Source: an optimization exercise on an open RTL-to-GDS flow (aim: small area, a short achievable clock period and few clock cycles per item). Production flows keep margins and buffers that such runs may drop. RTL that was checked went through simulation tests only; none was proved equivalent to the original.

==> flow/design.v (excerpt) <==
module heater_pid_duty_control_unit (
    input  logic                                 clk,
    input  logic                                 rst_n,
    input  logic                                 cfg_we,
    input  logic [hpdc_pkg::CFG_ADDR_W-1:0]      cfg_addr,
    input  logic [hpdc_pkg::CFG_DATA_W-1:0]      cfg_wdata,
    input  logic                                 s_tvalid,
    output logic                                 s_tready,
    input  logic [hpdc_pkg::IN_DATA_W-1:0]       s_tdata,
    output logic                                 m_tvalid,
    input  logic                                 m_tready,
    output logic [hpdc_pkg::OUT_DATA_W-1:0]      m_tdata
);
Size in the first run: ~3,400 cells after synthesis, roughly 35,000 um2 of cells after synthesis.
clock: 19.0 ns
lec_check: 0
cap_margin: 20
core_margin: 2
core_utilization: 60
cts_cluster_diameter: 100
cts_cluster_size: 24
slew_margin: 20
standard.sh (not shown) runs the stock make flow with config.mk's settings and CLKGATE_MAP_FILE= SYNTH_SCRIPT=/design/flow/synth_recipe.tcl, a recipe that flattens the netlist after the stock synthesis.
==> flow/flow/run.sh <==
#!/bin/bash
# Layout: the standard flow (standard.sh: the standard flow's synthesis and ORFS from floorplan to
# finish, at the design's clock period and constraints), with two changes in how the layout is
# made: the port buffers are buf_4 cells instead of the default delay-buffer choice, and the
# resizer's timing repair aims for 14 ns of setup slack at the 19 ns clock, so that it sizes the
# slowest paths as for a 5 ns clock. make's full output goes to standard.log; each ORFS step
# keeps its own log under orfs/logs/.
export BUFFER_PORTS_ARGS="-buffer_cell sky130_fd_sc_hd__buf_4"
export SETUP_SLACK_MARGIN=14.0
bash standard.sh > standard.log 2>&1
Next try:
CORE_UTILIZATION = 40   (was 60)
Die area rises by 49%; routed wire length falls by 2.0%; final cell count rises by 9.5%; sequential share of layout area falls by 0.38 points; non-clock buffer count rises by 16; worst setup slack gets worse by 0.045 ns; core utilization falls by 20 points.
Next try:
==> flow/flow/run.sh (replaced) <==
#!/bin/bash
# Layout: the standard flow (standard.sh: the standard flow's synthesis and ORFS from floorplan to
# finish, at the design's clock period and constraints), with two changes in how the layout is
# made: the port buffers are buf_4 cells instead of the default delay-buffer choice, and the
# resizer's timing repair aims for 14.3 ns of setup slack at the 19 ns clock, so that it sizes the
# slowest paths as for a 4.7 ns clock. make's full output goes to standard.log; each ORFS step
# keeps its own log under orfs/logs/.
export BUFFER_PORTS_ARGS="-buffer_cell sky130_fd_sc_hd__buf_4"
export SETUP_SLACK_MARGIN=14.3
bash standard.sh > standard.log 2>&1
The new run ran to the end with no violations.
Count of clock-buffer cells in the layout goes up by 2.
Worst setup slack gets better by 0.0079 ns.
Area after synthesis stays the same.
Die area does not change.
Cell area increases by a few percent.
Critical path depth does not change.
No run of this note included a check of the RTL's function; only the layout flow was run.

* * *

try-yarrow:
heater_pid_duty_control_unit, a different RTL version from the one above (not shown whole).
Size: about 3400 cells after synthesis, roughly 310 flip-flops, ~58 I/O pins, roughly 34000 µm² of cells after synthesis.
Settings: LEC_CHECK=0, CAP_MARGIN=20, CORE_MARGIN=2, CORE_UTILIZATION=50, CTS_CLUSTER_DIAMETER=100, CTS_CLUSTER_SIZE=24, SLEW_MARGIN=20; clock period 19.0 ns.
==> flow/flow/run.sh <==
#!/bin/bash
# Layout: the standard flow (standard.sh: the standard flow's synthesis and ORFS from floorplan to
# finish, at the design's clock period and constraints), with two changes in how the layout is
# made: the port buffers are buf_4 cells instead of the default delay-buffer choice, and the
# resizer's timing repair aims for 14 ns of setup slack at the 19 ns clock, so that it sizes the
# slowest paths as for a 5 ns clock. make's full output goes to standard.log; each ORFS step
# keeps its own log under orfs/logs/.
export BUFFER_PORTS_ARGS="-buffer_cell sky130_fd_sc_hd__buf_4"
export SETUP_SLACK_MARGIN=14.0
bash standard.sh > standard.log 2>&1
try-yarrow: PASS, flow complete, no timing, DRC or antenna violations
Testbench counts of try-yarrow, summed over its fixed seeds: cycles 24,040, items 24,000.
--- input diff try-yarrow..try-maple ---
- CORE_UTILIZATION now 40, was 50
-- flow/flow/run.sh --
<<< try-yarrow, line 9
export SETUP_SLACK_MARGIN=14.0
bash standard.sh > standard.log 2>&1
>>> try-maple, line 9
export SETUP_SLACK_MARGIN=14.0
export CTS_ARGS="-sink_clustering_enable -repair_clock_nets -sink_clustering_size 24 -sink_clustering_max_diameter 100 -num_static_layers 1"
bash standard.sh > standard.log 2>&1
--- outcome ---
Summary: post-layout minimum cycle time, try-maple better than try-yarrow
Beginning of the critical path: o_data[3]$_DFFE_PP_ -> try-maple, bi_neg[1]$_DFFE_PN1P_ -> try-yarrow
Going from try-yarrow to try-maple, wire length on met1 now sits lower; total met3 wirelength after detailed routing fell 430 µm; worst slack on hold paths saw a decrease; cell area +0.42%.
Between try-yarrow and try-maple, via count is higher for try-yarrow, try-maple comes in under that.
Here is what was changed in the inputs of try-amber compared with try-maple.
- ABC_AREA: unset -> 1
==> flow/flow/run.sh <==
#!/bin/bash
# Layout: the standard flow (standard.sh: the standard flow's synthesis and ORFS from floorplan to
# finish, at the design's clock period and constraints), with three changes in how the layout
# is made:
# - synthesis skips Yosys's early "abc -fast" (SYNTH_ARGS=-noabc), so that the full adders of
#   the generated adder tree are extracted as written, without polarity inverters between them
#   (the registers are the same as the standard synthesis's);
# - the port buffers are buf_4 cells instead of the default delay-buffer choice;
# - the resizer's timing repair aims for 14 ns of setup slack at the 19 ns clock, so that it
#   sizes the slowest paths as for a 5 ns clock.
# make's full output goes to standard.log; each ORFS step keeps its own log under orfs/logs/.
export SYNTH_ARGS="-noabc"
export BUFFER_PORTS_ARGS="-buffer_cell sky130_fd_sc_hd__buf_4"
export SETUP_SLACK_MARGIN=14.0
bash standard.sh > standard.log 2>&1
Results
- Of try-amber and try-maple, the lower number of antenna violations at the first check in global routing belongs to try-amber.
- Looking at share of the cycle needed by the critical path after routing, try-amber sits 0.29 points higher than try-maple does.
- Per the comparison of try-amber with try-maple, max-cap check violation count did not really move; largest fanout on the critical path increased 1.
- try-amber vs try-maple: placed wire-length estimate after detailed placement up in try-amber

static timing again, ports no longer ideal:
The results above use ideal ports. As a check the final layouts listed here were re-extracted and re-timed, cells and wires unchanged.
Step 1: set_driving_cell puts a clkbuf_16 on clk and a buf_2 on each other input, an assumption about the parent block.
Step 2, shift: input delay + t, output delay - t, t = (earliest + latest rising clock arrival at the registers) / 2. This alone moves slack from input paths to output paths.
a / b / c = ideal ports / drivers / drivers and shift; a / b = the first two.
run	shift t [ns]	slack for setup (ns)	worst setup path at the end	latest minus earliest clock arrival (ns)
the first run of note 1	0.629	14.008 / 13.940 / 14.099	register to register	0.023 / 0.023
the second run of note 1	0.636	13.963 / 13.903 / 13.740	input, reset recovery	0.041 / 0.040
the third run of note 1	0.647	13.971 / 13.909 / 13.873	input, reset recovery	0.050 / 0.051
try-yarrow	0.629	14.013 / 13.996 / 13.652	input to register	0.040 / 0.040
try-maple	0.621	14.085 / 14.026 / 13.586	input to register	0.016 / 0.016
try-amber	0.659	14.029 / 13.961 / 13.474	input to register	0.029 / 0.029
After both steps every run listed still meets setup and hold. The setup slack of try-amber, which loses most, moves by -0.068 ns with the drivers and by -0.555 ns with both steps. Setup slack includes reset recovery checks.
